Source: an optimization exercise on an open RTL-to-GDS flow (aim: small area). Production flows keep margins and buffers that such runs may drop. In this exercise RTL edits were held to simulation tests only and were not proved equivalent to the original. Power is estimated from default activity; no workload was simulated.

==> design.v <==
package fft_stream_pkg;
	typedef struct packed {
		logic                      valid;
		logic                      sop;    
		logic                      eop;    
		logic [10-1:0] addr;   
	} sink_frame_t;
	typedef struct packed {
		logic                             valid;
		logic                             sop;   
		logic                             eop;
		logic signed [10-1:0] re;
		logic signed [10-1:0] im;
	} spec_bin_t;
endpackage
package spectrum_pkg;
	typedef struct packed {
		logic                      valid;
		logic [10-1:0] bin;
		logic [20-1:0]  power;
		logic                      last;   
	} power_sample_t;
	typedef struct packed {
		logic [10-1:0] bin;
		logic [20-1:0]  power;
	} peak_t;
	typedef struct packed {
		peak_t a;
		peak_t b;
	} tone_pair_t;
	typedef struct packed {
		logic [10-1:0] bin;
		logic [20-1:0]  power;
		logic [10-1:0]    amp;
	} tone_t;
	typedef struct packed {
		tone_t a;
		tone_t b;
	} tone_report_t;
endpackage
module frame_sequencer (
	input  logic                        sys_clk,
	input  logic                        sys_rst,
	input  logic                        adc_flag,
	output fft_stream_pkg::sink_frame_t frame
);
	localparam int ADDR_W = 10;
	logic              run;    
	logic [ADDR_W-1:0] addr;   
	always_ff @(posedge sys_clk or negedge sys_rst)
	begin
		if (!sys_rst)
		begin
			run  <= 1'b0;
			addr <= '0;
		end
		else
		begin
			addr <= addr + ADDR_W'(run);
			if (run)
				run <= ~&addr;  
			else
				run <= adc_flag;  
		end
	end
	assign frame = {run, run & ~|addr, run & &addr, addr};
endmodule
module bin_power (
	input  logic                          sys_clk,
	input  logic                          sys_rst,
	input  fft_stream_pkg::spec_bin_t     spec,
	output spectrum_pkg::power_sample_t   sample
);
	localparam int BIN_W = 10;
	localparam int POW_W = 20;
	localparam logic [BIN_W-1:0] LAST_BIN = BIN_W'(511);
	logic                      first_q;   
	logic [BIN_W-1:0]          bin_cur;
	logic [POW_W-1:0]          power_cur;
	logic                      valid_q;
	logic [BIN_W-1:0]          bin_q;
	logic [POW_W-1:0]          power_q;
	assign bin_cur = (spec.sop | first_q) ? '0 : bin_q + 1'b1;
	power_sq i_power_sq (
		.re (spec.re),
		.im (spec.im),
		.p  (power_cur)
	);
	always_ff @(posedge sys_clk or negedge sys_rst)
	begin
		if (!sys_rst)
		begin
			first_q <= 1'b1;
			valid_q <= 1'b0;
		end
		else
		begin
			valid_q <= spec.valid;
			if (spec.valid)
				first_q <= 1'b0;
		end
	end
	always_ff @(posedge sys_clk)
	begin
		if (spec.valid)
			bin_q <= bin_cur;
		power_q <= power_cur;  
	end
	assign sample = {valid_q, bin_q, power_q, valid_q && bin_q == LAST_BIN};
endmodule
module power_sq (
	input  logic [9:0]  re,
	input  logic [9:0]  im,
	output logic [19:0] p
);
	logic c109, c111, c113, c115, c117, c119, c121, c123, c125, c127, c129, c131, c133, c135, c137, c139, c141, c143, c145, c147, c149, c151, c153, c155, c157, c159, c161, c163, c165, c167, c169, c171, c173, c175, c177, c179, c181, c183, c185, c187, c189, c191, c193, c195, c197, c199, c201, c203, c205, c207, c209, c211, c213, c215, c217, c219, c221, c223, c225, c227, c229, c231, c233, c235, c237, c239, c241, c243, c245, c247, c249, c251, c253, c255, c257, c259, c261, c263, c265, c267, c269, c271, c273, c275, c277, c279, c281, c283, c285, c287, c289, c291, c293, c295, c297, c299, c301, c303, c305, c307, c309, c311, s108, s110, s112, s114, s116, s118, s120, s122, s124, s126, s128, s130, s132, s134, s136, s138, s140, s142, s144, s146, s148, s150, s152, s154, s156, s158, s160, s162, s164, s166, s168, s170, s172, s174, s176, s178, s180, s182, s184, s186, s188, s190, s192, s194, s196, s198, s200, s202, s204, s206, s208, s210, s212, s214, s216, s218, s220, s222, s224, s226, s228, s230, s232, s234, s236, s238, s240, s242, s244, s246, s248, s250, s252, s254, s256, s258, s260, s262, s264, s266, s268, s270, s272, s274, s276, s278, s280, s282, s284, s286, s288, s290, s292, s294, s296, s298, s300, s302, s304, s306, s308, s310, t1, t2, t3, t4, t5, t6, t7, t8, t9, t10, t11, t12, t13, t14, t15, t16, t17, t18, t19, t20, t21, t22, t23, t24, t25, t26, t27, t28, t29, t30, t31, t32, t33, t34, t35, t36, t37, t38, t39, t40, t41, t42, t43, t44, t45, t46, t47, t48, t49, t50, t51, t52, t53, t54, t55, t56, t57, t58, t59, t60, t61, t62, t63, t64, t65, t66, t67, t68, t69, t70, t71, t72, t73, t74, t75, t76, t77, t78, t79, t80, t81, t82, t83, t84, t85, t86, t87, t88, t89, t90, t91, t92, t93, t94, t95, t96, t97, t98, t99, t100, t101, t102, t103, t104, t105, t106, t107;
	assign t1 = re[1] & ~re[0];
	assign t2 = re[1] & re[0];
	assign t3 = re[2] & ~re[1];
	assign t4 = re[2] & re[1];
	assign t5 = re[3] & ~re[2];
	assign t6 = re[3] & re[2];
	assign t7 = re[4] & ~re[3];
	assign t8 = re[4] & re[3];
	assign t9 = re[5] & ~re[4];
	assign t10 = re[5] & re[4];
	assign t11 = re[6] & ~re[5];
	assign t12 = re[6] & re[5];
	assign t13 = re[7] & ~re[6];
	assign t14 = re[7] & re[6];
	assign t15 = re[8] & ~re[7];
	assign t16 = re[8] & re[7];
	assign t17 = re[0] & re[2];
	assign t18 = re[0] & re[3];
	assign t19 = re[0] & re[4];
	assign t20 = re[0] & re[5];
	assign t21 = re[0] & re[6];
	assign t22 = re[0] & re[7];
	assign t23 = re[0] & re[8];
	assign t24 = re[1] & re[3];
	assign t25 = re[1] & re[4];
	assign t26 = re[1] & re[5];
	assign t27 = re[1] & re[6];
	assign t28 = re[1] & re[7];
	assign t29 = re[1] & re[8];
	assign t30 = re[2] & re[4];
	assign t31 = re[2] & re[5];
	assign t32 = re[2] & re[6];
	assign t33 = re[2] & re[7];
	assign t34 = re[2] & re[8];
	assign t35 = re[3] & re[5];
	assign t36 = re[3] & re[6];
	assign t37 = re[3] & re[7];
	assign t38 = re[3] & re[8];
	assign t39 = re[4] & re[6];
	assign t40 = re[4] & re[7];
	assign t41 = re[4] & re[8];
	assign t42 = re[5] & re[7];
	assign t43 = re[5] & re[8];
	assign t44 = re[6] & re[8];
	assign t45 = ~(re[0] & re[9]);
	assign t46 = ~(re[1] & re[9]);
	assign t47 = ~(re[2] & re[9]);
	assign t48 = ~(re[3] & re[9]);
	assign t49 = ~(re[4] & re[9]);
	assign t50 = ~(re[5] & re[9]);
	assign t51 = ~(re[6] & re[9]);
	assign t52 = ~(re[7] & re[9]);
	assign t53 = ~(re[8] & re[9]);
	assign t54 = im[1] & ~im[0];
	assign t55 = im[1] & im[0];
	assign t56 = im[2] & ~im[1];
	assign t57 = im[2] & im[1];
	assign t58 = im[3] & ~im[2];
	assign t59 = im[3] & im[2];
	assign t60 = im[4] & ~im[3];
	assign t61 = im[4] & im[3];
	assign t62 = im[5] & ~im[4];
	assign t63 = im[5] & im[4];
	assign t64 = im[6] & ~im[5];
	assign t65 = im[6] & im[5];
	assign t66 = im[7] & ~im[6];
	assign t67 = im[7] & im[6];
	assign t68 = im[8] & ~im[7];
	assign t69 = im[8] & im[7];
	assign t70 = im[0] & im[2];
	assign t71 = im[0] & im[3];
	assign t72 = im[0] & im[4];
	assign t73 = im[0] & im[5];
	assign t74 = im[0] & im[6];
	assign t75 = im[0] & im[7];
	assign t76 = im[0] & im[8];
	assign t77 = im[1] & im[3];
	assign t78 = im[1] & im[4];
	assign t79 = im[1] & im[5];
	assign t80 = im[1] & im[6];
	assign t81 = im[1] & im[7];
	assign t82 = im[1] & im[8];
	assign t83 = im[2] & im[4];
	assign t84 = im[2] & im[5];
	assign t85 = im[2] & im[6];
	assign t86 = im[2] & im[7];
	assign t87 = im[2] & im[8];
	assign t88 = im[3] & im[5];
	assign t89 = im[3] & im[6];
	assign t90 = im[3] & im[7];
	assign t91 = im[3] & im[8];
	assign t92 = im[4] & im[6];
	assign t93 = im[4] & im[7];
	assign t94 = im[4] & im[8];
	assign t95 = im[5] & im[7];
	assign t96 = im[5] & im[8];
	assign t97 = im[6] & im[8];
	assign t98 = ~(im[0] & im[9]);
	assign t99 = ~(im[1] & im[9]);
	assign t100 = ~(im[2] & im[9]);
	assign t101 = ~(im[3] & im[9]);
	assign t102 = ~(im[4] & im[9]);
	assign t103 = ~(im[5] & im[9]);
	assign t104 = ~(im[6] & im[9]);
	assign t105 = ~(im[7] & im[9]);
	assign t106 = ~(im[8] & im[9]);
	assign t107 = ~t10;
	assign s108 = t8 ^ t23;
	assign c109 = t8 & t23;
	assign s110 = t9 ^ t29 ^ t33;
	assign c111 = (t9 & t29) | (t9 & t33) | (t29 & t33);
	assign s112 = t34 ^ t37 ^ t39;
	assign c113 = (t34 & t37) | (t34 & t39) | (t37 & t39);
	assign s114 = t11 ^ t38;
	assign c115 = t11 & t38;
	assign s116 = t6 ^ t21 ^ t26;
	assign c117 = (t6 & t21) | (t6 & t26) | (t21 & t26);
	assign s118 = t7 ^ t22 ^ t27;
	assign c119 = (t7 & t22) | (t7 & t27) | (t22 & t27);
	assign s120 = t31 ^ t60;
	assign c121 = t31 & t60;
	assign s122 = t28 ^ t32 ^ t35;
	assign c123 = (t28 & t32) | (t28 & t35) | (t32 & t35);
	assign s124 = t61 ^ t76 ^ t81;
	assign c125 = (t61 & t76) | (t61 & t81) | (t76 & t81);
	assign s126 = t85 ^ t88;
	assign c127 = t85 & t88;
	assign s128 = t36 ^ t45 ^ t62;
	assign c129 = (t36 & t45) | (t36 & t62) | (t45 & t62);
	assign s130 = t82 ^ t86 ^ t89;
	assign c131 = (t82 & t86) | (t82 & t89) | (t86 & t89);
	assign s132 = t98 ^ c109 ^ s110;
	assign c133 = (t98 & c109) | (t98 & s110) | (c109 & s110);
	assign s134 = t46 ^ t63 ^ t87;
	assign c135 = (t46 & t63) | (t46 & t87) | (t63 & t87);
	assign s136 = t90 ^ t92 ^ t99;
	assign c137 = (t90 & t92) | (t90 & t99) | (t92 & t99);
	assign s138 = t107 ^ c111 ^ s112;
	assign c139 = (t107 & c111) | (t107 & s112) | (c111 & s112);
	assign s140 = t40 ^ t47 ^ t64;
	assign c141 = (t40 & t47) | (t40 & t64) | (t47 & t64);
	assign s142 = t91 ^ t93 ^ t100;
	assign c143 = (t91 & t93) | (t91 & t100) | (t93 & t100);
	assign s144 = t10 ^ c113 ^ s114;
	assign c145 = (t10 & c113) | (t10 & s114) | (c113 & s114);
	assign s146 = t12 ^ t41 ^ t42;
	assign c147 = (t12 & t41) | (t12 & t42) | (t41 & t42);
	assign s148 = t48 ^ t65 ^ t94;
	assign c149 = (t48 & t65) | (t48 & t94) | (t65 & t94);
	assign s150 = t95 ^ t101 ^ c115;
	assign c151 = (t95 & t101) | (t95 & c115) | (t101 & c115);
	assign s152 = t13 ^ t43 ^ t49;
	assign c153 = (t13 & t43) | (t13 & t49) | (t43 & t49);
	assign s154 = t66 ^ t96;
	assign c155 = t66 & t96;
	assign s156 = t14 ^ t44 ^ t50;
	assign c157 = (t14 & t44) | (t14 & t50) | (t44 & t50);
	assign s158 = t4 ^ t19 ^ t24;
	assign c159 = (t4 & t19) | (t4 & t24) | (t19 & t24);
	assign s160 = t5 ^ t20 ^ t25;
	assign c161 = (t5 & t20) | (t5 & t25) | (t20 & t25);
	assign s162 = t58 ^ t73;
	assign c163 = t58 & t73;
	assign s164 = t30 ^ t59 ^ t74;
	assign c165 = (t30 & t59) | (t30 & t74) | (t59 & t74);
	assign s166 = t79 ^ t83 ^ s116;
	assign c167 = (t79 & t83) | (t79 & s116) | (t83 & s116);
	assign s168 = t75 ^ t80 ^ t84;
	assign c169 = (t75 & t80) | (t75 & t84) | (t80 & t84);
	assign s170 = c117 ^ s118 ^ s120;
	assign c171 = (c117 & s118) | (c117 & s120) | (s118 & s120);
	assign s172 = s108 ^ c119 ^ c121;
	assign c173 = (s108 & c119) | (s108 & c121) | (c119 & c121);
	assign s174 = s122 ^ s124 ^ s126;
	assign c175 = (s122 & s124) | (s122 & s126) | (s124 & s126);
	assign s176 = c123 ^ c125 ^ c127;
	assign c177 = (c123 & c125) | (c123 & c127) | (c125 & c127);
	assign s178 = s128 ^ s130 ^ s132;
	assign c179 = (s128 & s130) | (s128 & s132) | (s130 & s132);
	assign s180 = c129 ^ c131 ^ c133;
	assign c181 = (c129 & c131) | (c129 & c133) | (c131 & c133);
	assign s182 = s134 ^ s136 ^ s138;
	assign c183 = (s134 & s136) | (s134 & s138) | (s136 & s138);
	assign s184 = c135 ^ c137 ^ c139;
	assign c185 = (c135 & c137) | (c135 & c139) | (c137 & c139);
	assign s186 = s140 ^ s142 ^ s144;
	assign c187 = (s140 & s142) | (s140 & s144) | (s142 & s144);
	assign s188 = c141 ^ c143 ^ c145;
	assign c189 = (c141 & c143) | (c141 & c145) | (c143 & c145);
	assign s190 = s146 ^ s148 ^ s150;
	assign c191 = (s146 & s148) | (s146 & s150) | (s148 & s150);
	assign s192 = t102 ^ c147 ^ c149;
	assign c193 = (t102 & c147) | (t102 & c149) | (c147 & c149);
	assign s194 = c151 ^ s152 ^ s154;
	assign c195 = (c151 & s152) | (c151 & s154) | (s152 & s154);
	assign s196 = t67 ^ t97 ^ t103;
	assign c197 = (t67 & t97) | (t67 & t103) | (t97 & t103);
	assign s198 = c153 ^ c155 ^ s156;
	assign c199 = (c153 & c155) | (c153 & s156) | (c155 & s156);
	assign s200 = t15 ^ t51 ^ t68;
	assign c201 = (t15 & t51) | (t15 & t68) | (t51 & t68);
	assign s202 = t104 ^ c157;
	assign c203 = t104 & c157;
	assign s204 = t16 ^ t52 ^ t69;
	assign c205 = (t16 & t52) | (t16 & t69) | (t52 & t69);
	assign s206 = re[9] ^ t53;
	assign c207 = re[9] & t53;
	assign s208 = t2 ^ t17;
	assign c209 = t2 & t17;
	assign s210 = t3 ^ t18 ^ t56;
	assign c211 = (t3 & t18) | (t3 & t56) | (t18 & t56);
	assign s212 = t57 ^ t72 ^ t77;
	assign c213 = (t57 & t72) | (t57 & t77) | (t72 & t77);
	assign s214 = t78 ^ c159 ^ s160;
	assign c215 = (t78 & c159) | (t78 & s160) | (c159 & s160);
	assign s216 = c161 ^ c163 ^ s164;
	assign c217 = (c161 & c163) | (c161 & s164) | (c163 & s164);
	assign s218 = c165 ^ c167 ^ s168;
	assign c219 = (c165 & c167) | (c165 & s168) | (c167 & s168);
	assign s220 = c169 ^ c171 ^ s172;
	assign c221 = (c169 & c171) | (c169 & s172) | (c171 & s172);
	assign s222 = c173 ^ c175 ^ s176;
	assign c223 = (c173 & c175) | (c173 & s176) | (c175 & s176);
	assign s224 = c177 ^ c179 ^ s180;
	assign c225 = (c177 & c179) | (c177 & s180) | (c179 & s180);
	assign s226 = c181 ^ c183 ^ s184;
	assign c227 = (c181 & c183) | (c181 & s184) | (c183 & s184);
	assign s228 = c185 ^ c187 ^ s188;
	assign c229 = (c185 & c187) | (c185 & s188) | (c187 & s188);
	assign s230 = c189 ^ c191 ^ s192;
	assign c231 = (c189 & c191) | (c189 & s192) | (c191 & s192);
	assign s232 = c193 ^ c195 ^ s196;
	assign c233 = (c193 & c195) | (c193 & s196) | (c195 & s196);
	assign s234 = c197 ^ c199 ^ s200;
	assign c235 = (c197 & c199) | (c197 & s200) | (c199 & s200);
	assign s236 = t105 ^ c201 ^ c203;
	assign c237 = (t105 & c201) | (t105 & c203) | (c201 & c203);
	assign s238 = im[9] ^ t106 ^ c205;
	assign c239 = (im[9] & t106) | (im[9] & c205) | (t106 & c205);
	assign s240 = t55 ^ t70;
	assign c241 = t55 & t70;
	assign s242 = t71 ^ c209 ^ s210;
	assign c243 = (t71 & c209) | (t71 & s210) | (c209 & s210);
	assign s244 = s158 ^ c211 ^ s212;
	assign c245 = (s158 & c211) | (s158 & s212) | (c211 & s212);
	assign s246 = s162 ^ c213 ^ s214;
	assign c247 = (s162 & c213) | (s162 & s214) | (c213 & s214);
	assign s248 = s166 ^ c215 ^ s216;
	assign c249 = (s166 & c215) | (s166 & s216) | (c215 & s216);
	assign s250 = s170 ^ c217 ^ s218;
	assign c251 = (s170 & c217) | (s170 & s218) | (c217 & s218);
	assign s252 = s174 ^ c219 ^ s220;
	assign c253 = (s174 & c219) | (s174 & s220) | (c219 & s220);
	assign s254 = s178 ^ c221 ^ s222;
	assign c255 = (s178 & c221) | (s178 & s222) | (c221 & s222);
	assign s256 = s182 ^ c223 ^ s224;
	assign c257 = (s182 & c223) | (s182 & s224) | (c223 & s224);
	assign s258 = s186 ^ c225 ^ s226;
	assign c259 = (s186 & c225) | (s186 & s226) | (c225 & s226);
	assign s260 = s190 ^ c227 ^ s228;
	assign c261 = (s190 & c227) | (s190 & s228) | (c227 & s228);
	assign s262 = s194 ^ c229 ^ s230;
	assign c263 = (s194 & c229) | (s194 & s230) | (c229 & s230);
	assign s264 = s198 ^ c231 ^ s232;
	assign c265 = (s198 & c231) | (s198 & s232) | (c231 & s232);
	assign s266 = s202 ^ c233 ^ s234;
	assign c267 = (s202 & c233) | (s202 & s234) | (c233 & s234);
	assign s268 = s204 ^ c235 ^ s236;
	assign c269 = (s204 & c235) | (s204 & s236) | (c235 & s236);
	assign s270 = s206 ^ c237 ^ s238;
	assign c271 = (s206 & c237) | (s206 & s238) | (c237 & s238);
	assign s272 = c207 ^ c239;
	assign c273 = c207 & c239;
	assign s274 = re[0] ^ im[0];
	assign c275 = re[0] & im[0];
	assign s276 = t1 ^ t54;
	assign c277 = t1 & t54;
	assign s278 = s208 ^ s240 ^ c277;
	assign c279 = (s208 & s240) | (s208 & c277) | (s240 & c277);
	assign s280 = c241 ^ s242 ^ c279;
	assign c281 = (c241 & s242) | (c241 & c279) | (s242 & c279);
	assign s282 = c243 ^ s244 ^ c281;
	assign c283 = (c243 & s244) | (c243 & c281) | (s244 & c281);
	assign s284 = c245 ^ s246 ^ c283;
	assign c285 = (c245 & s246) | (c245 & c283) | (s246 & c283);
	assign s286 = c247 ^ s248 ^ c285;
	assign c287 = (c247 & s248) | (c247 & c285) | (s248 & c285);
	assign s288 = c249 ^ s250 ^ c287;
	assign c289 = (c249 & s250) | (c249 & c287) | (s250 & c287);
	assign s290 = c251 ^ s252 ^ c289;
	assign c291 = (c251 & s252) | (c251 & c289) | (s252 & c289);
	assign s292 = c253 ^ s254 ^ c291;
	assign c293 = (c253 & s254) | (c253 & c291) | (s254 & c291);
	assign s294 = c255 ^ s256 ^ c293;
	assign c295 = (c255 & s256) | (c255 & c293) | (s256 & c293);
	assign s296 = c257 ^ s258 ^ c295;
	assign c297 = (c257 & s258) | (c257 & c295) | (s258 & c295);
	assign s298 = c259 ^ s260 ^ c297;
	assign c299 = (c259 & s260) | (c259 & c297) | (s260 & c297);
	assign s300 = c261 ^ s262 ^ c299;
	assign c301 = (c261 & s262) | (c261 & c299) | (s262 & c299);
	assign s302 = c263 ^ s264 ^ c301;
	assign c303 = (c263 & s264) | (c263 & c301) | (s264 & c301);
	assign s304 = c265 ^ s266 ^ c303;
	assign c305 = (c265 & s266) | (c265 & c303) | (s266 & c303);
	assign s306 = c267 ^ s268 ^ c305;
	assign c307 = (c267 & s268) | (c267 & c305) | (s268 & c305);
	assign s308 = c269 ^ s270 ^ c307;
	assign c309 = (c269 & s270) | (c269 & c307) | (s270 & c307);
	assign s310 = c271 ^ s272 ^ c309;
	assign c311 = (c271 & s272) | (c271 & c309) | (s272 & c309);
	assign p[0] = s274;
	assign p[1] = c275;
	assign p[2] = s276;
	assign p[3] = s278;
	assign p[4] = s280;
	assign p[5] = s282;
	assign p[6] = s284;
	assign p[7] = s286;
	assign p[8] = s288;
	assign p[9] = s290;
	assign p[10] = s292;
	assign p[11] = s294;
	assign p[12] = s296;
	assign p[13] = s298;
	assign p[14] = s300;
	assign p[15] = s302;
	assign p[16] = s304;
	assign p[17] = s306;
	assign p[18] = s308;
	assign p[19] = s310;
endmodule
module peak_pair_tracker (
	input  logic                        sys_clk,
	input  logic                        sys_rst,
	input  spectrum_pkg::power_sample_t sample,
	output spectrum_pkg::tone_pair_t    pair,
	output logic                        pair_valid
);
	localparam int BIN_W = 10;
	localparam logic [BIN_W-1:0] FIRST_BIN = BIN_W'(1);
	spectrum_pkg::peak_t lo;
	spectrum_pkg::peak_t hi;
	logic                best_hi;
	logic                in_range;
	logic                start;
	logic                gt_lo;
	logic                gt_hi;
	logic                gt_best;
	assign in_range = sample.valid && !sample.bin[BIN_W-1] && (sample.bin != '0);
	assign start    = sample.bin == FIRST_BIN;
	always_comb
	begin
		gt_lo = 1'b0;
		gt_hi = 1'b0;
		for (int i = 0; i < 20; i++)
		begin
			gt_lo = (sample.power[i] & ~lo.power[i]) | ((sample.power[i] | ~lo.power[i]) & gt_lo);
			gt_hi = (sample.power[i] & ~hi.power[i]) | ((sample.power[i] | ~hi.power[i]) & gt_hi);
		end
	end
	assign gt_best  = best_hi ? gt_hi : gt_lo;
	always_ff @(posedge sys_clk)
	begin
		if (in_range && (start || gt_lo || gt_hi))
		begin
			hi      <= {1'b0, sample.bin[BIN_W-2:0], sample.power};  
			best_hi <= start || gt_best;
			if (start)
				lo <= '0;
			else if (best_hi)
				lo <= hi;
		end
	end
	assign pair = {lo, hi};
	always_ff @(posedge sys_clk or negedge sys_rst)
	begin
		if (!sys_rst)
			pair_valid <= 1'b0;
		else
			pair_valid <= sample.last;  
	end
endmodule
module isqrt (
	input  logic [10:0]   rem,     
	input  logic [1:0]             bits,    
	input  logic [10-1:0] root,    
	output logic [10:0]   rem_nxt,
	output logic                   root_bit
);
	localparam int W = 10 + 3;
	logic [W-1:0] rem_shift;
	logic [W-1:0] trial;
	logic [W-1:0] diff;
	logic         borrow;
	assign rem_shift = {rem, bits};
	assign trial     = {1'b0, root, 2'b01};  
	always_comb
	begin
		borrow = 1'b0;
		for (int i = 0; i < W; i++)
		begin
			diff[i] = rem_shift[i] ^ trial[i] ^ borrow;
			borrow  = (~rem_shift[i] & trial[i]) | (~(rem_shift[i] ^ trial[i]) & borrow);
		end
	end
	assign root_bit = !borrow;
	assign rem_nxt  = root_bit ? diff[10:0] : rem_shift[10:0];
endmodule
module peak_reporter (
	input  logic                       sys_clk,
	input  logic                       sys_rst,
	input  spectrum_pkg::tone_pair_t   pair,
	input  logic                       pair_valid,
	output spectrum_pkg::tone_report_t report,
	output logic                       update_flag
);
	localparam int POW_W = 20;
	localparam int AMP_W = 10;
	localparam int BIN_W = 10;
	localparam logic [3:0] LAST_STEP = 4'(AMP_W - 1);
	logic [2*POW_W-1:0] pow_q;     
	logic [2*POW_W-1:0] pow_nxt;
	logic [BIN_W-2:0]   bin_a_q;   
	logic [BIN_W-2:0]   bin_b_q;
	logic [AMP_W:0]     rem_q;
	logic [2*AMP_W-1:0] root_q;    
	logic [2*AMP_W-1:0] root_nxt;
	logic [3:0]         step_q;    
	logic               tone_b_q;
	logic               busy_q;
	logic [AMP_W:0]     rem_nxt;
	logic               root_bit;
	logic [AMP_W-1:0]   root_mask;
	logic               tone_end;
	logic               fin;
	always_comb
		for (int i = 0; i < AMP_W; i++)
			root_mask[i] = step_q > 4'(i);
	isqrt i_isqrt (
		.rem      (rem_q),
		.bits     (pow_q[2*POW_W-1 -: 2]),
		.root     (root_q[AMP_W-1:0] & root_mask),
		.rem_nxt  (rem_nxt),
		.root_bit (root_bit)
	);
	assign pow_nxt  = {pow_q[2*POW_W-3:0], pow_q[2*POW_W-1 -: 2]};
	assign root_nxt = {root_q[2*AMP_W-2:0], root_bit};
	assign tone_end = step_q == LAST_STEP;
	assign fin      = busy_q && tone_b_q && tone_end;
	always_ff @(posedge sys_clk)
	begin
		pow_q  <= pair_valid ? {pair.a.power, pair.b.power} : pow_nxt;
		rem_q  <= (pair_valid || tone_end) ? '0 : rem_nxt;
		root_q <= root_nxt;
		if (pair_valid)
		begin
			step_q   <= '0;
			tone_b_q <= 1'b0;
		end
		else
		begin
			step_q <= tone_end ? '0 : step_q + 1'b1;
			if (tone_end)
				tone_b_q <= !tone_b_q;
		end
		if (pair_valid)
		begin
			bin_a_q <= pair.a.bin[BIN_W-2:0];
			bin_b_q <= pair.b.bin[BIN_W-2:0];
		end
	end
	always_ff @(posedge sys_clk or negedge sys_rst)
	begin
		if (!sys_rst)
		begin
			busy_q      <= 1'b0;
			report      <= '0;
			update_flag <= 1'b0;
		end
		else
		begin
			update_flag <= fin;
			if (pair_valid)
				busy_q <= 1'b1;
			else if (fin)
				busy_q <= 1'b0;
			if (fin)
			begin
				report.a <= {1'b0, bin_a_q, pow_nxt[2*POW_W-1 -: POW_W], root_nxt[2*AMP_W-1 -: AMP_W]};
				report.b <= {1'b0, bin_b_q, pow_nxt[POW_W-1:0], root_nxt[AMP_W-1:0]};
			end
		end
	end
endmodule
module spec_top (
	input  logic                             sys_clk,
	input  logic                             sys_rst,
	input  logic                             adc_flag,
	input  logic                             spec_valid,
	input  logic                             spec_sop,
	input  logic                             spec_eop,
	input  logic signed [10-1:0] spec_re,
	input  logic signed [10-1:0] spec_im,
	output logic [10-1:0]        sample_addr,
	output logic                             sink_valid,
	output logic                             sink_sop,
	output logic                             sink_eop,
	output logic                             power_valid,
	output logic [10-1:0]        power_bin,
	output logic [20-1:0]         power,
	output logic                             update_flag,
	output logic [10-1:0]        bin_a,
	output logic [10-1:0]        bin_b,
	output logic [20-1:0]         power_a,
	output logic [20-1:0]         power_b,
	output logic [10-1:0]           amp_a,
	output logic [10-1:0]           amp_b
);
	fft_stream_pkg::sink_frame_t  frame;
	fft_stream_pkg::spec_bin_t    spec;
	spectrum_pkg::power_sample_t  sample;
	spectrum_pkg::tone_pair_t     pair;
	logic                         pair_valid;
	spectrum_pkg::tone_report_t   report;
	assign spec = {spec_valid, spec_sop, spec_eop, spec_re, spec_im};
	frame_sequencer i_frame_sequencer (
		.sys_clk  (sys_clk),
		.sys_rst  (sys_rst),
		.adc_flag (adc_flag),
		.frame    (frame)
	);
	bin_power i_bin_power (
		.sys_clk (sys_clk),
		.sys_rst (sys_rst),
		.spec    (spec),
		.sample  (sample)
	);
	peak_pair_tracker i_peak_pair_tracker (
		.sys_clk    (sys_clk),
		.sys_rst    (sys_rst),
		.sample     (sample),
		.pair       (pair),
		.pair_valid (pair_valid)
	);
	peak_reporter i_peak_reporter (
		.sys_clk     (sys_clk),
		.sys_rst     (sys_rst),
		.pair        (pair),
		.pair_valid  (pair_valid),
		.report      (report),
		.update_flag (update_flag)
	);
	assign sample_addr = frame.addr;
	assign sink_valid  = frame.valid;
	assign sink_sop    = frame.sop;
	assign sink_eop    = frame.eop;
	assign power_valid = sample.valid;  
	assign power_bin   = sample.bin;
	assign power       = sample.power;
	assign bin_a   = report.a.bin;
	assign bin_b   = report.b.bin;
	assign power_a = report.a.power;
	assign power_b = report.b.power;
	assign amp_a   = report.a.amp;
	assign amp_b   = report.b.amp;
endmodule
==> flow/run.sh <==
#!/bin/bash
# The standard layout with two changes:
# - after the standard synthesis, the combinational logic between the registers is
#   cleaned up: flow/polarity.py removes inverters around the full adders and
#   polarity-paired gates, and flow/resyn.tcl re-maps the rest with ABC for area.
#   Registers (cells and names) and full adders are kept as they are.
# - the port buffers are made of the smallest buffer cell.
# - clock tree synthesis adds no dummy loads (same settings as config.mk otherwise).
set -euo pipefail
R=orfs/results/sky130hd/spec_top/base
LIB=$FLOW_HOME/platforms/sky130hd/lib/sky130_fd_sc_hd__tt_025C_1v80.lib
YOSYS=yosys
[[ -x $FLOW_HOME/../tools/install/yosys/bin/yosys ]] && YOSYS=$FLOW_HOME/../tools/install/yosys/bin/yosys
bash standard.sh synth > synth.log 2>&1
cp $R/1_2_yosys.v $R/1_2_yosys.standard.v
python3 flow/polarity.py $R/1_2_yosys.standard.v $R/1_2_yosys.pol1.v > polarity1.log 2>&1
LIB=$LIB IN_V=$R/1_2_yosys.pol1.v OUT_V=$R/1_2_yosys.resyn.v TOP=$FLOW_TOP STAT=resyn_stat.txt \
  $YOSYS -c flow/resyn.tcl > resyn.log 2>&1
python3 flow/polarity.py $R/1_2_yosys.resyn.v $R/1_2_yosys.v > polarity2.log 2>&1
rm -f $R/1_synth.odb $R/1_synth.sdc
CTS="-sink_clustering_enable -repair_clock_nets -sink_clustering_size 18 -sink_clustering_max_diameter 60"
CTS="$CTS -buf_list sky130_fd_sc_hd__clkbuf_8 -dont_use_dummy_load"
bash standard.sh BUFFER_PORTS_ARGS="-buffer_cell sky130_fd_sc_hd__buf_1" "CTS_ARGS=$CTS" finish > standard.log 2>&1
==> flow/polarity.py <==
#!/usr/bin/env python3
"""Polarity clean-up of a flat Yosys netlist of sky130hd cells.

Full adders and majority gates are self-dual: complementing every input
complements the outputs. Some gates come in pairs that differ only in the
polarity of their output (and2/nand2, or2/nor2, xor2/xnor2, ...). This picks,
for each such cell, the form that needs the least area in cells plus inverters,
then rewrites the netlist: every inverter whose output is not a port is removed,
and one inverter is added for each net that still needs its complement.
usage: polarity.py IN.v OUT.v
"""
import random
import re
import sys

PFX = 'sky130_fd_sc_hd__'
src = open(sys.argv[1]).read()
mods = re.findall(r'\bmodule\b.*?\bendmodule\b', src, re.S)
assert len(mods) == 1, 'expects one flat module'
mod = mods[0]

cell_re = re.compile(r'(\s*)(' + PFX + r'\w+)\s+(\S+)\s*\((.*?)\);', re.S)
pin_re = re.compile(r'\.(\w+)\(\s*(.*?)\s*\)(?=\s*,|\s*$)', re.S)

cells = []
for m in cell_re.finditer(mod):
    pins = {p: n.strip() for p, n in pin_re.findall(m.group(4))}
    cells.append([m.group(2)[len(PFX):], m.group(3), pins, m.span()])

OUT_PINS = {'X', 'Y', 'Q', 'Q_N', 'SUM', 'COUT', 'HI', 'LO'}
INV_AREA = 3.7536
# self-dual cells: (inputs, outputs)
SELF_DUAL = {'fa_1': (('A', 'B', 'CIN'), ('SUM', 'COUT')),
             'maj3_1': (('A', 'B', 'C'), ('X',))}
# output-polarity pairs: type -> (other type, out pin, other out pin, area, other area)
PAIRS = {}
def pair(a, pa, aa, b, pb, ab):
    PAIRS[a] = (b, pa, pb, aa, ab)
    PAIRS[b] = (a, pb, pa, ab, aa)
pair('and2_1', 'X', 6.256, 'nand2_1', 'Y', 3.7536)
pair('or2_1', 'X', 6.256, 'nor2_1', 'Y', 3.7536)
pair('xor2_1', 'X', 8.7584, 'xnor2_1', 'Y', 8.7584)
pair('and3_1', 'X', 6.256, 'nand3_1', 'Y', 5.0048)
pair('or3_1', 'X', 6.256, 'nor3_1', 'Y', 5.0048)
pair('and4_1', 'X', 8.7584, 'nand4_1', 'Y', 6.256)
pair('or4_1', 'X', 7.5072, 'nor4_1', 'Y', 6.256)
pair('a21o_1', 'X', 7.5072, 'a21oi_1', 'Y', 5.0048)
pair('a211o_1', 'X', 8.7584, 'a211oi_1', 'Y', 7.5072)
pair('a22o_1', 'X', 8.7584, 'a22oi_1', 'Y', 7.5072)
pair('a31o_1', 'X', 8.7584, 'a31oi_1', 'Y', 6.256)
pair('a221o_1', 'X', 10.0096, 'a221oi_1', 'Y', 8.7584)
pair('a32o_1', 'X', 10.0096, 'a32oi_1', 'Y', 8.7584)
pair('a311o_1', 'X', 10.0096, 'a311oi_1', 'Y', 8.7584)
pair('a41o_1', 'X', 10.0096, 'a41oi_1', 'Y', 8.7584)
pair('a2111o_1', 'X', 11.2608, 'a2111oi_0', 'Y', 8.7584)
pair('a21bo_1', 'X', 10.0096, 'a21boi_0', 'Y', 7.5072)
pair('o21a_1', 'X', 7.5072, 'o21ai_0', 'Y', 5.0048)
pair('o211a_1', 'X', 10.0096, 'o211ai_1', 'Y', 7.5072)
pair('o22a_1', 'X', 8.7584, 'o22ai_1', 'Y', 6.256)
pair('o31a_1', 'X', 8.7584, 'o31ai_1', 'Y', 7.5072)
pair('o221a_1', 'X', 11.2608, 'o221ai_1', 'Y', 8.7584)
pair('o311a_1', 'X', 10.0096, 'o311ai_0', 'Y', 8.7584)
pair('o21ba_1', 'X', 10.0096, 'o21bai_1', 'Y', 7.5072)
pair('mux2_1', 'X', 11.2608, 'mux2i_1', 'Y', 10.0096)
pair('and2b_1', 'X', 7.5072, 'nand2b_1', 'Y', 6.256)
pair('or2b_1', 'X', 7.5072, 'nor2b_1', 'Y', 6.256)
pair('and3b_1', 'X', 8.7584, 'nand3b_1', 'Y', 7.5072)
pair('or3b_1', 'X', 8.7584, 'nor3b_1', 'Y', 7.5072)
pair('and4b_1', 'X', 10.0096, 'nand4b_1', 'Y', 8.7584)
pair('or4b_1', 'X', 10.0096, 'nor4b_1', 'Y', 8.7584)
pair('xor3_1', 'X', 23.7728, 'xnor3_1', 'X', 22.5216)

ports_out = set()
for m in re.finditer(r'\boutput\s+(?:wire\s+)?(\[[^\]]*\]\s*)?([^;]+);', mod):
    for nm in m.group(2).split(','):
        ports_out.add(nm.strip())
def is_port_net(n):
    return n in ports_out or re.sub(r'\s*\[\d+\]$', '', n) in ports_out

driver = {}
for i, c in enumerate(cells):
    for p, n in c[2].items():
        if p in OUT_PINS:
            driver[n] = (i, p)

def is_inv(c):
    return c[0] in ('inv_1', 'inv_2', 'clkinv_1')
removable = {i for i, c in enumerate(cells) if is_inv(c) and not is_port_net(c[2]['Y'])}

def literal(n):
    par = 0
    while n in driver and driver[n][0] in removable:
        n = cells[driver[n][0]][2]['A']
        par ^= 1
    return n, par

# variables: self-dual cells and pair cells whose outputs are not ports
var = {}
for i, c in enumerate(cells):
    if c[0] in SELF_DUAL or c[0] in PAIRS:
        outs = [n for p, n in c[2].items() if p in OUT_PINS]
        if not any(is_port_net(n) for n in outs):
            var[i] = 0

cons = []
for i, c in enumerate(cells):
    if i in removable:
        continue
    for p, n in c[2].items():
        if p in OUT_PINS or n == '' or re.match(r"^\d+'[bh]", n):
            continue
        b, par = literal(n)
        sd = c[0] in SELF_DUAL and i in var and p in SELF_DUAL[c[0]][0]
        d = driver.get(b)
        cons.append((i, p, b, par, sd, d[0] if d and d[0] in var else None))

by_var = {}
for k, (i, p, b, par, sd, dv) in enumerate(cons):
    if sd:
        by_var.setdefault(i, []).append(k)
    if dv is not None:
        by_var.setdefault(dv, []).append(k)

def need_bit(k, x):
    i, p, b, par, sd, dv = cons[k]
    return par ^ (x[dv] if dv is not None else 0) ^ (x[i] if sd else 0)

def gate_area(i, x):
    t = cells[i][0]
    if t in PAIRS:
        return PAIRS[t][4] if x[i] else PAIRS[t][3]
    return 0.0

def total(x):
    need = {}
    for k in range(len(cons)):
        if need_bit(k, x):
            need[cons[k][2]] = 1
    return len(need) * INV_AREA + sum(gate_area(i, x) for i in var)

# incremental: count of complement users per base net
def build(x):
    cnt = {}
    for k in range(len(cons)):
        if need_bit(k, x):
            b = cons[k][2]
            cnt[b] = cnt.get(b, 0) + 1
    return cnt

def delta(v, x, cnt):
    # area change if v flips
    d = 0.0
    t = cells[v][0]
    if t in PAIRS:
        d += (PAIRS[t][3] - PAIRS[t][4]) if x[v] else (PAIRS[t][4] - PAIRS[t][3])
    ch = {}
    for k in by_var.get(v, []):
        b = cons[k][2]
        ch[b] = ch.get(b, 0) + (-1 if need_bit(k, x) else 1)
    for b, dd in ch.items():
        before = cnt.get(b, 0) > 0
        after = cnt.get(b, 0) + dd > 0
        d += (after - before) * INV_AREA
    return d, ch

def apply(v, x, cnt, ch):
    x[v] ^= 1
    for b, dd in ch.items():
        cnt[b] = cnt.get(b, 0) + dd

def descend(x):
    cnt = build(x)
    vs = list(var)
    improved = True
    while improved:
        improved = False
        random.shuffle(vs)
        for v in vs:
            d, ch = delta(v, x, cnt)
            if d < -1e-9:
                apply(v, x, cnt, ch)
                improved = True
    return x

random.seed(7)
x = dict(var)
start = total(x)
x = descend(x)
best, bx = total(x), dict(x)
for rnd in range(60):
    y = dict(bx)
    for v in random.sample(list(var), max(1, len(var) // 12)):
        y[v] ^= 1
    y = descend(y)
    ty = total(y)
    if ty < best - 1e-9:
        best, bx = ty, dict(y)
x = bx
cnt = build(x)
need = sorted(b for b, c in cnt.items() if c > 0)
sys.stderr.write(f'polarity: {len(removable)} inverters removed, {len(need)} added; '
                 f'{sum(x.values())} of {len(var)} cells flipped; area {start:.1f} -> {best:.1f}\n')

def esc(n):
    return n + ' ' if n.startswith('\\') else n

tag = 0
while f'_polinv{tag}_' in src:
    tag += 1
inv_name = {b: f'_polinv{tag}_{k}_' for k, b in enumerate(need)}
newpins = {}
for k, (i, p, b, par, sd, dv) in enumerate(cons):
    newpins[(i, p)] = inv_name[b] if need_bit(k, x) else b

out = []
pos = 0
for i, c in enumerate(cells):
    a, e = c[3]
    out.append(mod[pos:a])
    pos = e
    if i in removable:
        continue
    typ, name, pins = c[0], c[1], c[2]
    plist = []
    for p, n in pins.items():
        q = p
        if i in var and x[i] and typ in PAIRS and p == PAIRS[typ][1]:
            q = PAIRS[typ][2]
        plist.append(f'    .{q}({esc(newpins.get((i, p), n))})')
    if i in var and x[i] and typ in PAIRS:
        typ = PAIRS[typ][0]
    out.append('\n  ' + PFX + typ + ' ' + name + ' (\n' + ',\n'.join(plist) + '\n  );')
out.append(mod[pos:])
body = ''.join(out)
decl = ''.join(f'  wire {w};\n' for w in inv_name.values())
body = body.replace(');', ');\n' + decl, 1)
body = body.replace('endmodule', ''.join(
    f'  {PFX}inv_1 _polinv{tag}_cell_{k}_ (\n    .A({esc(b)}),\n    .Y({inv_name[b]})\n  );\n'
    for k, b in enumerate(need)) + 'endmodule')
open(sys.argv[2], 'w').write(src.replace(mod, body))
==> flow/resyn.tcl <==
# Re-map the combinational logic of the polarity-cleaned netlist for area.
# Registers, full adders and tie cells are kept as they are (black boxes),
# so every register keeps its cell and name.
yosys -import
set lib $::env(LIB)
read_liberty -ignore_miss_func $lib
read_verilog $::env(IN_V)
hierarchy -top $::env(TOP)
blackbox sky130_fd_sc_hd__df* sky130_fd_sc_hd__edf* sky130_fd_sc_hd__fa_* sky130_fd_sc_hd__conb_*
flatten
opt_clean
abc -liberty $lib -dont_use *probe* -dont_use *lpflow* -dont_use *clkdly* -dont_use *dlygate* -dont_use *dlymetal* -script "+strash;dch;map,-a;mfs2;strash;dch;map,-a;mfs2;strash;dch;map,-a"
opt_clean -purge
setundef -zero
splitnets
opt_clean -purge
hilomap -singleton -hicell sky130_fd_sc_hd__conb_1 HI -locell sky130_fd_sc_hd__conb_1 LO
insbuf -buf sky130_fd_sc_hd__buf_4 A X
opt_clean -purge
check
tee -o $::env(STAT) stat -liberty $lib
write_verilog -noattr -noexpr -nohex -nodec $::env(OUT_V)
==> standard.sh <==
#!/bin/bash
# synth_recipe.tcl (not shown) runs the flow's synth.tcl, then flattens the netlist and writes it again
# the make line also repeats each setting of config.mk as NAME=value (left out here)
make -C /OpenROAD-flow-scripts/flow DESIGN_CONFIG=/design/flow/config.mk WORK_HOME=/design/flow/orfs CLKGATE_MAP_FILE= SYNTH_SCRIPT=/design/flow/synth_recipe.tcl "${@:-finish}"
==> config.mk <==
export PLATFORM = sky130hd
export DESIGN_NAME = spec_top
export DESIGN_NICKNAME = spec_top
export VERILOG_FILES = /design/flow/design.v
export SDC_FILE = /design/flow/constraint.sdc
export NUM_CORES = 4
export LEC_CHECK = 0
export CAP_MARGIN = 20
export CORE_MARGIN = 2
export CORE_UTILIZATION = 70
export CTS_BUF_LIST = sky130_fd_sc_hd__clkbuf_8
export CTS_CLUSTER_DIAMETER = 60
export CTS_CLUSTER_SIZE = 18
export PLACE_DENSITY = 0.8
export SLEW_MARGIN = 20
==> constraint.sdc <==
create_clock -name core_clock -period 10.0 [get_ports {sys_clk}]
set_input_delay 2.0000 -clock core_clock [delete_from_list [all_inputs] [get_ports {sys_clk}]]
set_output_delay 2.0000 -clock core_clock [all_outputs]
set_load 0.01 [all_outputs]
==> results.tsv, run 1 <==
metric	value	unit
status	timing/DRC/antenna clean	
synth_cells	1279	
hp-start	i_peak_reporter.root_q[14]$_DFF_P_	
place_area	13200	µm²
cts.sinks	276	
die-area	19800	µm²
postCtsResizedCells	0	
initial_core_util	70.8	%
path_clk_slew	100	ps
layout_min_cycle_time	9410	ps
ff2ff_path_depth	19	
core_region_area	18500	µm²
post_route_cells_drive_above_1_share	3.71	%
dp_cells	1560	
drt-total-wl	25100	µm
avgSynthCellArea	10.2	µm²
rsz0062_at_grt	no	
cts_buffer_depth	3	
cap_viol_max_count	0	
leakagePower	6.23	nW
nets	1470	
final_area	13500	µm²
fin_cells	1580	
place.port_buffers	147	
die_h	141	µm
finalSetupViolations	0	
multiInputGateArea	4790	µm²
path_class	input pin to register	
critPathArrivalTime	9880	ps
firstDrtPassIters	6	
num_vias	8487	
slew_headroom	33.4	%
drt_iter0_drc	593	
synth_area	13100	µm²
ios	151	
max_freq	106	MHz
grt_remaining_overflow	0	
gp_congestion	1.01	
regToRegStartpoint	i_peak_reporter.step_q[2]$_SDFF_PP0_	
grt_usage	26.1	%
timing.final.crit_share	94.1	%
htree_levels	1	
tns	0	ps
antenna_found_initial	0	
report.final.slew_viol_count	0	
cts_made_buffers	20	
grt_max_degree	98	
skew	66.6	ps
area_delta_synth_final	2.98	%
regToRegSetupSlack	4770	ps
hold_path_end	i_peak_reporter.root_q[15]$_DFF_P_	
clkLatencyLatePin	530	ps
hold_depth	0	
avgViaCountPerCell	5.37	
cts-root-buf	clkbuf_8	
pwr_density_cell	224	nW/µm²
ctsHoldBuffers	0	
worst_pin_slew	998	ps
post-cts-setup-buffers	0	
fp.dieW	141	µm
grt_pass1_vias	8359	
ir_drop	0.116	mV
cts_tree	yes	
n_antenna_cell	0	
fill_cells	1365	
crit_fanout	6	
hold_viol	0	
critPathCaptureType	register	
required	10460	ps
start_kind	input pin	
rr_endpoint	i_peak_reporter.rem_q[4]$_SDFF_PP0_	
seq_area	6870	µm²
dp_hpwl	19000	µm
grt_pass1_wl	41400	µm
rows	50	
drc	0	
drt-wirelength-per-cell	15.9	µm
worstHoldPathType	register to register	
yosysWarnings	5	
ant_nets	0	
[final cells by class]
type                    instances  area share (%)
flip-flops and latches        276            50.9
clock buffers                  20            2.04
repair buffers                166            5.17
inverters                     152            4.23
well taps                     234            2.17
multi-input cells             732            35.5
[critical path, cell delays in order]
cell and delay (ps):
buf_1 280, nor2_1 110, fa_1 510, fa_1 440, fa_1 460, fa_1 420, fa_1 400, fa_1 410
fa_1 400, fa_1 410, fa_1 400, fa_1 390, fa_1 390, fa_1 390, fa_1 390, fa_1 390
fa_1 390, fa_1 390, fa_1 390, xnor2_1 180, xor2_1 190, xor2_1 140
[metal layers]
metal	vias up	global-route usage (%)	part of all wire, %
met3	48	4.48	7.0
met5	-	0	0
li1	4068	-	-
met2	288	42.8	48
met4	0	6.53	2.3
met1	4083	37.2	43
[stage by stage]
stage                     hold WS [ps]  utilization, %  worst slack, ps  power (mW)
final                              357            72.9              586        3.02
after global routing               367            72.9              306        3.26
after CTS                          360            72.9              580        3.04
after detailed placement           339            71.4             7.40        2.55
after global placement             336            71.4              135        2.47
after floorplan                    331               -              533        2.32
[worst max path at each step]
stage / end / slack [ps] / startpoint / cells past startpoint
after floorplan: i_bin_power.power_q[19]$_DFF_P_ / 530 / spec_re[2] / 22
after global placement: i_bin_power.power_q[19]$_DFF_P_ / 140 / spec_re[1] / 22
after detailed placement: i_bin_power.power_q[19]$_DFF_P_ / 7 / spec_re[1] / 22
after CTS: i_bin_power.power_q[19]$_DFF_P_ / 580 / spec_re[1] / 22
after global routing: i_bin_power.power_q[19]$_DFF_P_ / 310 / spec_re[1] / 22
final: i_bin_power.power_q[19]$_DFF_P_ / 590 / spec_im[1] / 22
[cells in the final DEF, fill, tap and decap left out, types with 5 or more instances in the layout]
cell type / count
buf_4: 19
nor3_1: 18
and2_1: 5
nand2_1: 244
edfxtp_1: 87
nor2_1: 164
dfxtp_1: 95
a211oi_1: 6
xor2_1: 11
fa_1: 96
a21oi_1: 18
clkbuf_8: 20
inv_1: 152
a22oi_1: 11
nand3_1: 7
o21ai_0: 110
o22ai_1: 10
dfrtp_1: 92
buf_1: 146
[flip-flops by register name, indices dropped and copies added (netlist names), 4 cells and up]
name and flops:
i_peak_reporter.rem_q 11, i_peak_pair_tracker.hi 29, i_peak_reporter.bin_a_q 9, i_peak_reporter.step_q 4, i_peak_reporter.pow_q 40, i_bin_power.power_q 20, i_frame_sequencer.addr 10, i_bin_power.bin_q 10
i_peak_pair_tracker.lo 29, i_peak_reporter.root_q 19, i_peak_reporter.bin_b_q 9, i_peak_reporter.report 78
[power breakdown]
| group | switching [mW] | internal [mW] |
|---|---|---|
| sequential | 0.148 | 1.40 |
| combinational | 0.581 | 0.395 |
| clock | 0.318 | 0.180 |
| total | 1.05 | 1.97 |
==> run 2: changes to the inputs <==
--- a/flow/run.sh
+++ b/flow/run.sh
@@ -1,4 +1,4 @@
 #!/bin/bash
-# The standard layout with two changes:
+# The standard layout with three changes:
 # - after the standard synthesis, the combinational logic between the registers is
 #   cleaned up: flow/polarity.py removes inverters around the full adders and
--- a/config.mk
+++ b/config.mk
@@ -12,4 +12,5 @@
 export CTS_CLUSTER_DIAMETER = 60
 export CTS_CLUSTER_SIZE = 18
+export GPL_TIMING_DRIVEN = 0
 export PLACE_DENSITY = 0.8
 export SLEW_MARGIN = 20
==> results.tsv, run 2 <==
metric	value	unit	change
drc	0		unchanged
skew	46.3	ps	was 66.6 ps
crit_buf_inv	2		was 1
fin_cells	1692		was 1580
start_kind	input pin		unchanged
report.final.slew_viol_count	0		unchanged
hold_slack	360	ps	was 357 ps
final_common_cell	nand2_1		unchanged
final_cell_mix	244 x nand2_1, 164 x nor2_1, 152 x inv_1		unchanged
grt_max_degree	79		was 98
layout_min_cycle_time	9700	ps	was 9410 ps
place_ws	-180	ps	was 7.40 ps
post_route_cells_drive_above_1_share	11.1	%	was 3.71%
cts-root-buf	clkbuf_8		unchanged
post-cts-setup-buffers	0		unchanged
leakagePower	6.85	nW	was 6.23 nW
crit_fanout	9		was 6
reg_top3	i_peak_reporter.report x78, i_peak_reporter.pow_q x40		unchanged
synth_area	13100	µm²	unchanged
finalSetupViolations	0		unchanged
critPathArrivalTime	10180	ps	was 9880 ps
grt_pass1_vias	9003		was 8359
slew_headroom	34.0	%	was 33.4%
largest_register_ffs	78		unchanged
final_area	14400	µm²	was 13500 µm²
num_vias	8868		was 8487
cpMostUsedCell	fa_1		unchanged
pwr_density_cell	217	nW/µm²	was 224 nW/µm²
place.port_buffers	147		unchanged
drt-wirelength-per-cell	15.3	µm	was 15.9 µm
ctsHoldBuffers	0		unchanged
critPathCaptureType	register		unchanged
synth_cells	1279		unchanged
ios	151		unchanged
path_clk_slew	100	ps	about the same
nets	1582		was 1470
setup_ws	296	ps	was 586 ps
postCtsResizedCells	0		unchanged
crit_chain	buf_1 -> inv_1 -> nor2_1 -> fa_1 -> fa_1 -> fa_1 -> fa_1 -> fa_1 -> fa_1 -> fa_1 -> fa_1 -> fa_1 -> fa_1 -> fa_1 -> fa_1 -> fa_1 -> fa_1 -> fa_1 -> fa_1 -> fa_1 -> xnor2_1 -> xor2_1 -> xor2_1		was buf_1 -> nor2_1 -> fa_1 -> fa_1 -> fa_1 -> fa_1 -> fa_1 -> fa_1 -> fa_1 -> fa_1 -> fa_1 -> fa_1 -> fa_1 -> fa_1 -> fa_1 -> fa_1 -> fa_1 -> fa_1 -> fa_1 -> xnor2_1 -> xor2_1 -> xor2_1
grt_pass1_wl	42900	µm	was 41400 µm
path_delay_family	adder cells		unchanged
cap_viol_max_count	0		unchanged
area_delta_synth_final	10.2	%	was 2.98%
core_region_area	18500	µm²	unchanged
cts_tree	yes		unchanged
avgSynthCellArea	10.2	µm²	unchanged
cts_made_buffers	20		unchanged
initial_core_util	70.8	%	unchanged
slowest_stage	fa_1		unchanged
n_antenna_cell	0		unchanged
yosysWarnings	5		unchanged
die-area	19800	µm²	unchanged
ant_nets	0		unchanged
timing.final.crit_share	97.0	%	was 94.1%
drt_iter0_drc	620		was 593
hold_viol	0		unchanged
required	10470	ps	was 10460 ps
drt-total-wl	25800	µm	was 25100 µm
avgViaCountPerCell	5.24		was 5.37
worstHoldPathType	register to register		unchanged
clkLatencyLatePin	540	ps	was 530 ps
die_h	141	µm	unchanged
firstDrtPassIters	5		was 6
rsz0062_at_grt	no		unchanged
grt_remaining_overflow	0		unchanged
fp.dieW	141	µm	unchanged
htree_levels	1		unchanged
slowest_delay	470	ps	was 510 ps
gp_congestion	0.941		was 1.01
cts_buffer_depth	3		unchanged
dp_cells	1672		was 1560
worst_pin_slew	990	ps	was 998 ps
cts.sinks	276		unchanged
rows	50		unchanged
place_area	14200	µm²	was 13200 µm²
dp_hpwl	19800	µm	was 19000 µm
max_flop_register	i_peak_reporter.report		unchanged
max_freq	103	MHz	was 106 MHz
antenna_found_initial	0		unchanged
status	timing/DRC/antenna clean		unchanged
path_class	input pin to register		unchanged
ir_drop	0.134	mV	was 0.116 mV
grt_usage	26.9	%	was 26.1%
## run 2: per-stage QoR
step | TNS (ps) | utilization, % | power, mW
after floorplan | 0 | - | 2.32
after global placement | -101 | 75.3 | 2.56
after detailed placement | -180 | 76.5 | 2.66
after CTS | 0 | 77.9 | 3.16
after global routing | 0 | 77.9 | 3.37
final | 0 | 77.9 | 3.14
## run 2: area by class of cell
class                           count  area, µm²
Inverter                          152        571
Fill cell                        1296       4090
Clock buffer                       20        275
Tap cell                          234        293
Sequential cell                   276       6870
Timing Repair Buffer              158        729
Multi-Input combinational cell    732       4790
Buffer                            120        901
## run 2: where the power goes
group / leakage (nW) / switching, mW / internal [mW]
registers: 2.87 / 0.147 / 1.40
clock network: 0.144 / 0.327 / 0.181
logic: 3.84 / 0.600 / 0.487
## run 2: per-layer routing
layer / global-route usage (%) / share of wire [%]
met1: 38.1 / 45
met2: 44.9 / 48
met3: 3.19 / 4.9
met4: 8.11 / 2.3
met5: 0 / 0
## run 2: worst paths after layout
path	start	endpoint	slack, ps	cells after the start
worst max-delay path	spec_im[2]	i_bin_power.power_q[19]$_DFF_P_	300	23
worst min-delay path	i_peak_reporter.root_q[3]$_DFF_P_	i_peak_reporter.root_q[4]$_DFF_P_	360	0
worst max register to register	i_peak_reporter.step_q[2]$_SDFF_PP0_	i_peak_reporter.rem_q[3]$_SDFF_PP0_	4830	18
worst min register to register	i_peak_reporter.root_q[3]$_DFF_P_	i_peak_reporter.root_q[4]$_DFF_P_	360	0
max in group asynchronous	sys_rst	i_bin_power.first_q$_DFFE_PN1P_	7940	3
min in group asynchronous	sys_rst	i_peak_reporter.report[8]$_DFFE_PN0P_	1320	1
## run 2: worst reg2reg max path, stage by stage (launching register included)
cell     delay, ps
dfxtp_1        350
nor2_1         290
inv_1          100
o21ai_0        260
fa_1           280
fa_1           200
inv_1           60
fa_1           420
fa_1           430
fa_1           420
fa_1           430
fa_1           430
fa_1           390
inv_1           80
o32ai_1         60
nand2_1        430
inv_1          210
nor2_1         160
nor2_1          60
==> run 3: changes to the inputs <==
--- a/config.mk
+++ b/config.mk
@@ -12,5 +12,4 @@
 export CTS_CLUSTER_DIAMETER = 60
 export CTS_CLUSTER_SIZE = 18
-export GPL_TIMING_DRIVEN = 0
 export PLACE_DENSITY = 0.8
 export SLEW_MARGIN = 20
==> results.tsv, run 3 <==
metric	value	unit	change
fill_cells	1365		was 1296
grt_remaining_overflow	0		unchanged
wl_met1	10800	µm	was 11500 µm
grt_max_degree	98		was 79
finalSetupViolations	0		unchanged
die-area	19800	µm²	unchanged
nets	1470		was 1582
grt_usage	26.1	%	was 26.9%
final_common_cell	nand2_1		unchanged
rr_endpoint	i_peak_reporter.rem_q[4]$_SDFF_PP0_		was i_peak_reporter.rem_q[3]$_SDFF_PP0_
rows	50		unchanged
cts_buffer_depth	3		unchanged
grt_pass1_wl	41400	µm	was 42900 µm
report.final.slew_viol_count	0		unchanged
hp-start	i_peak_reporter.root_q[14]$_DFF_P_		was i_peak_reporter.root_q[3]$_DFF_P_
crit_fanout	6		was 9
avgSynthCellArea	10.2	µm²	unchanged
wl_met2	12000	µm	was 12400 µm
antenna_found_initial	0		unchanged
htree_levels	1		unchanged
ir_drop	0.116	mV	was 0.134 mV
drt_iter0_drc	593		was 620
ios	151		unchanged
topRoutingLayerUsed	met4		unchanged
ctsHoldBuffers	0		unchanged
drt-total-wl	25100	µm	was 25800 µm
synth_area	13100	µm²	unchanged
area_delta_synth_final	2.98	%	was 10.2%
start_kind	input pin		unchanged
tns	0	ps	unchanged
cts_tree	yes		unchanged
hold_viol	0		unchanged
hold_slack	357	ps	was 360 ps
regToRegStartpoint	i_peak_reporter.step_q[2]$_SDFF_PP0_		unchanged
skew	66.6	ps	was 46.3 ps
clkLatencyLatePin	530	ps	was 540 ps
num_vias	8487		was 8868
timing.final.crit_share	94.1	%	was 97.0%
final_cell_mix	244 x nand2_1, 164 x nor2_1, 152 x inv_1		unchanged
post_route_cells_drive_above_1_share	3.71	%	was 11.1%
drc	0		unchanged
dp_hpwl	19000	µm	was 19800 µm
max_freq	106	MHz	was 103 MHz
postCtsResizedCells	0		unchanged
cpMostUsedCell	fa_1		unchanged
ff2ff_path_depth	19		was 18
max_flop_register	i_peak_reporter.report		unchanged
worstHoldPathType	register to register		unchanged
drt-wirelength-per-cell	15.9	µm	was 15.3 µm
critPathArrivalTime	9880	ps	was 10180 ps
slowest_stage	fa_1		unchanged
hold_path_end	i_peak_reporter.root_q[15]$_DFF_P_		was i_peak_reporter.root_q[4]$_DFF_P_
initial_core_util	70.8	%	unchanged
regToRegSetupSlack	4770	ps	was 4830 ps
grt_pass1_vias	8359		was 9003
required	10460	ps	was 10470 ps
slowest_delay	510	ps	was 470 ps
rsz0062_at_grt	no		unchanged
largest_register_ffs	78		unchanged
synth_cells	1279		unchanged
place.port_buffers	147		unchanged
gp_congestion	1.01		was 0.941
core_region_area	18500	µm²	unchanged
ant_nets	0		unchanged
leakagePower	6.23	nW	was 6.85 nW
cts-root-buf	clkbuf_8		unchanged
slew_headroom	33.4	%	was 34.0%
yosysWarnings	5		unchanged
fp.dieW	141	µm	unchanged
path_delay_family	adder cells		unchanged
crit_chain	buf_1 -> nor2_1 -> fa_1 -> fa_1 -> fa_1 -> fa_1 -> fa_1 -> fa_1 -> fa_1 -> fa_1 -> fa_1 -> fa_1 -> fa_1 -> fa_1 -> fa_1 -> fa_1 -> fa_1 -> fa_1 -> fa_1 -> xnor2_1 -> xor2_1 -> xor2_1		was buf_1 -> inv_1 -> nor2_1 -> fa_1 -> fa_1 -> fa_1 -> fa_1 -> fa_1 -> fa_1 -> fa_1 -> fa_1 -> fa_1 -> fa_1 -> fa_1 -> fa_1 -> fa_1 -> fa_1 -> fa_1 -> fa_1 -> fa_1 -> xnor2_1 -> xor2_1 -> xor2_1
pwr_density_cell	224	nW/µm²	was 217 nW/µm²
die_h	141	µm	unchanged
path_clk_slew	100	ps	about the same
crit_buf_inv	1		was 2
hold_depth	0		unchanged
status	timing/DRC/antenna clean		unchanged
cts_made_buffers	20		unchanged
n_antenna_cell	0		unchanged
reg_top3	i_peak_reporter.report x78, i_peak_reporter.pow_q x40		unchanged
avgViaCountPerCell	5.37		was 5.24
layout_min_cycle_time	9410	ps	was 9700 ps
cts.sinks	276		unchanged
firstDrtPassIters	6		was 5
critPathCaptureType	register		unchanged
cap_viol_max_count	0		unchanged
worst_pin_slew	998	ps	was 990 ps
post-cts-setup-buffers	0		unchanged
path_class	input pin to register		unchanged
route.met3.wl	1750	µm	was 1270 µm
[run 3: power breakdown]
| part | internal (mW) | leakage (nW) | total (mW) | switching [mW] |
|---|---|---|---|---|
| clock | 0.180 | 0.144 | 0.498 | 0.318 |
| sequential | 1.40 | 2.87 | 1.54 | 0.148 |
| combinational | 0.395 | 3.21 | 0.977 | 0.581 |
| total | 1.97 | 6.23 | 3.02 | 1.05 |
[run 3: layer usage]
| metal | up-vias | track usage [%] |
|---|---|---|
| met5 | - | 0 |
| met4 | 0 | 6.53 |
| met3 | 48 | 4.48 |
| met2 | 288 | 42.8 |
| met1 | 4083 | 37.2 |
| li1 | 4068 | - |
[run 3: final cells by class]
cell class / count / area [µm²] / area share, %
Clock buffer: 20 / 275 / 2.04
Inverter: 152 / 571 / 4.23
Multi-Input combinational cell: 732 / 4790 / 35.5
Sequential cell: 276 / 6870 / 50.9
Tap cell: 234 / 293 / 2.17
Timing Repair Buffer: 166 / 698 / 5.17
[run 3: how the worst max path moves through the flow]
stage,start,to,slack [ps],depth (start not counted)
after global routing,spec_re[1],i_bin_power.power_q[19]$_DFF_P_,310,22
after CTS,spec_re[1],i_bin_power.power_q[19]$_DFF_P_,580,22
after detailed placement,spec_re[1],i_bin_power.power_q[19]$_DFF_P_,7,22
final,spec_im[1],i_bin_power.power_q[19]$_DFF_P_,590,22
after floorplan,spec_re[2],i_bin_power.power_q[19]$_DFF_P_,530,22
after global placement,spec_re[1],i_bin_power.power_q[19]$_DFF_P_,140,22
[run 3: worst register-to-register path, stage by stage (launching register included)]
cell and delay, ps:
dfxtp_1 340, nor2_1 300, nand2_1 120, nand2_1 100, fa_1 210, fa_1 230
fa_1 180, inv_1 50, fa_1 430, fa_1 440, fa_1 430, fa_1 430
fa_1 430, fa_1 410, inv_1 90, o32ai_1 70, nand2_1 420, inv_1 230
nor2_1 160, nor2_1 60
[run 3: stage by stage]
stage	utilization (%)	setup slack [ps]	area (µm²)	power, mW	cells
after detailed placement	71.4	7.40	13200	2.55	1560
after global placement	71.4	135	13200	2.47	1560
after CTS	72.9	580	13500	3.04	1580
after floorplan	-	533	13100	2.32	1280
after global routing	72.9	306	13500	3.26	1580
final	72.9	586	13500	3.02	1580
==> run 4: changes to the inputs <==
--- a/config.mk
+++ b/config.mk
@@ -8,8 +8,9 @@
 export CAP_MARGIN = 20
 export CORE_MARGIN = 2
-export CORE_UTILIZATION = 70
+export CORE_UTILIZATION = 60
 export CTS_BUF_LIST = sky130_fd_sc_hd__clkbuf_8
 export CTS_CLUSTER_DIAMETER = 60
 export CTS_CLUSTER_SIZE = 18
-export PLACE_DENSITY = 0.8
+export GPL_ROUTABILITY_DRIVEN = 0
+export PLACE_DENSITY = 0.65
 export SLEW_MARGIN = 20
==> results.tsv, run 4 <==
metric	value	unit	change
firstDrtPassIters	5		was 6
leakagePower	6.23	nW	about the same
largest_register_ffs	78		unchanged
drc	0		unchanged
drt_iter0_drc	431		was 593
initial_core_util	60.6	%	was 70.8%
ctsHoldBuffers	0		unchanged
required	10440	ps	was 10460 ps
grt_max_degree	128		was 98
synth_area	13100	µm²	unchanged
clkLatencyLatePin	550	ps	was 530 ps
regToRegSetupSlack	4760	ps	was 4770 ps
worstHoldPathType	register to register		unchanged
final_cell_mix	244 x nand2_1, 164 x nor2_1, 152 x inv_1		unchanged
skew	61.0	ps	was 66.6 ps
ios	151		unchanged
final_common_cell	nand2_1		unchanged
place_area	13300	µm²	was 13200 µm²
die-area	23000	µm²	was 19800 µm²
place.port_buffers	147		unchanged
nets	1469		was 1470
critPathArrivalTime	9870	ps	was 9880 ps
path_delay_family	adder cells		unchanged
ant_nets	0		unchanged
n_antenna_cell	0		unchanged
cts_tree	yes		unchanged
reg_top3	i_peak_reporter.report x78, i_peak_reporter.pow_q x40		unchanged
postCtsResizedCells	0		unchanged
antenna_found_initial	0		unchanged
worst_pin_slew	966	ps	was 998 ps
pwr_density_cell	222	nW/µm²	was 224 nW/µm²
htree_levels	1		unchanged
slowest_delay	580	ps	was 510 ps
place_ws	63.1	ps	was 7.40 ps
synth_cells	1279		unchanged
die_h	152	µm	was 141 µm
critPathCaptureType	register		unchanged
ff2ff_path_depth	18		was 19
finalSetupViolations	0		unchanged
avgSynthCellArea	10.2	µm²	unchanged
cp.depth	22		unchanged
dp_hpwl	18400	µm	was 19000 µm
hold_slack	347	ps	was 357 ps
tns	0	ps	unchanged
dp_cells	1604		was 1560
start_kind	input pin		unchanged
regToRegStartpoint	i_peak_reporter.step_q[2]$_SDFF_PP0_		unchanged
rsz0062_at_grt	no		unchanged
slowest_stage	fa_1		unchanged
post_route_cells_drive_above_1_share	3.64	%	was 3.71%
max_freq	106	MHz	about the same
cts.sinks	276		unchanged
cap_viol_max_count	0		unchanged
crit_end	i_bin_power.power_q[19]$_DFF_P_		unchanged
final_area	13600	µm²	was 13500 µm²
timing.final.crit_share	94.2	%	was 94.1%
crit_chain	buf_1 -> nor2_1 -> fa_1 -> fa_1 -> fa_1 -> fa_1 -> fa_1 -> fa_1 -> fa_1 -> fa_1 -> fa_1 -> fa_1 -> fa_1 -> fa_1 -> fa_1 -> fa_1 -> fa_1 -> fa_1 -> fa_1 -> xnor2_1 -> xor2_1 -> xor2_1		unchanged
avgViaCountPerCell	5.10		was 5.37
ir_drop	0.160	mV	was 0.116 mV
cts_made_buffers	21		was 20
cts_buffer_depth	3		unchanged
slew_headroom	35.5	%	was 33.4%
status	timing/DRC/antenna clean		unchanged
grt_remaining_overflow	0		unchanged
crit_buf_inv	1		unchanged
drt-total-wl	24500	µm	was 25100 µm
fin_cells	1625		was 1580
yosysWarnings	5		unchanged
crit_start	spec_re[1]		was spec_im[1]
path_clk_slew	100	ps	about the same
cts-root-buf	clkbuf_8		unchanged
run 4: worst min path at each step:
| stage | slack [ps] | cells after the start | to | start |
|---|---|---|---|---|
| 2_1_floorplan | 330 | 0 | i_peak_reporter.root_q[10]$_DFF_P_ | i_peak_reporter.root_q[9]$_DFF_P_ |
| 3_3_place_gp | 340 | 0 | i_peak_reporter.root_q[9]$_DFF_P_ | i_peak_reporter.root_q[8]$_DFF_P_ |
| 3_5_place_dp | 330 | 0 | i_peak_reporter.root_q[14]$_DFF_P_ | i_peak_reporter.root_q[13]$_DFF_P_ |
| 4_1_cts | 340 | 0 | i_peak_reporter.root_q[11]$_DFF_P_ | i_peak_reporter.root_q[10]$_DFF_P_ |
| 5_1_grt | 360 | 0 | i_peak_reporter.root_q[11]$_DFF_P_ | i_peak_reporter.root_q[10]$_DFF_P_ |
| 6_report | 350 | 0 | i_peak_reporter.root_q[11]$_DFF_P_ | i_peak_reporter.root_q[10]$_DFF_P_ |
run 4: report_power, final:
| group | internal, mW | switching, mW | leakage [nW] | total (mW) |
|---|---|---|---|---|
| Clock | 0.189 | 0.325 | 0.151 | 0.514 |
| Combinational | 0.389 | 0.561 | 3.20 | 0.951 |
| Sequential | 1.40 | 0.144 | 2.87 | 1.54 |
run 4: cell type report:
type | instances | area [µm²]
multi-input combinational | 732 | 4800
clock buffer | 21 | 289
timing repair buffer | 164 | 683
fill | 1865 | 8060
sequential | 276 | 6870
inverter | 152 | 571
tap | 280 | 350
run 4: through the flow:
step | total power [mW] | util [%]
floorplan | 2.32 | -
global placement | 2.49 | 61.3
detailed placement | 2.54 | 61.3
CTS | 3.05 | 62.7
global route | 3.25 | 62.7
finish | 3.00 | 62.7
run 4: worst register-to-register path: stages, from the launching register on:
cell     delay, ps
dfxtp_1        340
nor2_1         290
inv_1          100
o21ai_0        310
fa_1           280
fa_1           180
inv_1           60
fa_1           430
fa_1           430
fa_1           460
fa_1           450
fa_1           430
fa_1           400
inv_1           80
o32ai_1         60
nand2_1        410
inv_1          230
nor2_1         130
nor2_1          40
run 4: per-layer routing:
metal / vias up / GRT usage [%] / routed length, µm
met5: - / 0 / 0
met4: 0 / 4.40 / 414
met3: 33 / 4.25 / 1850
met2: 248 / 32.8 / 11000
met1: 3922 / 32.2 / 11300
li1: 4079 / - / -
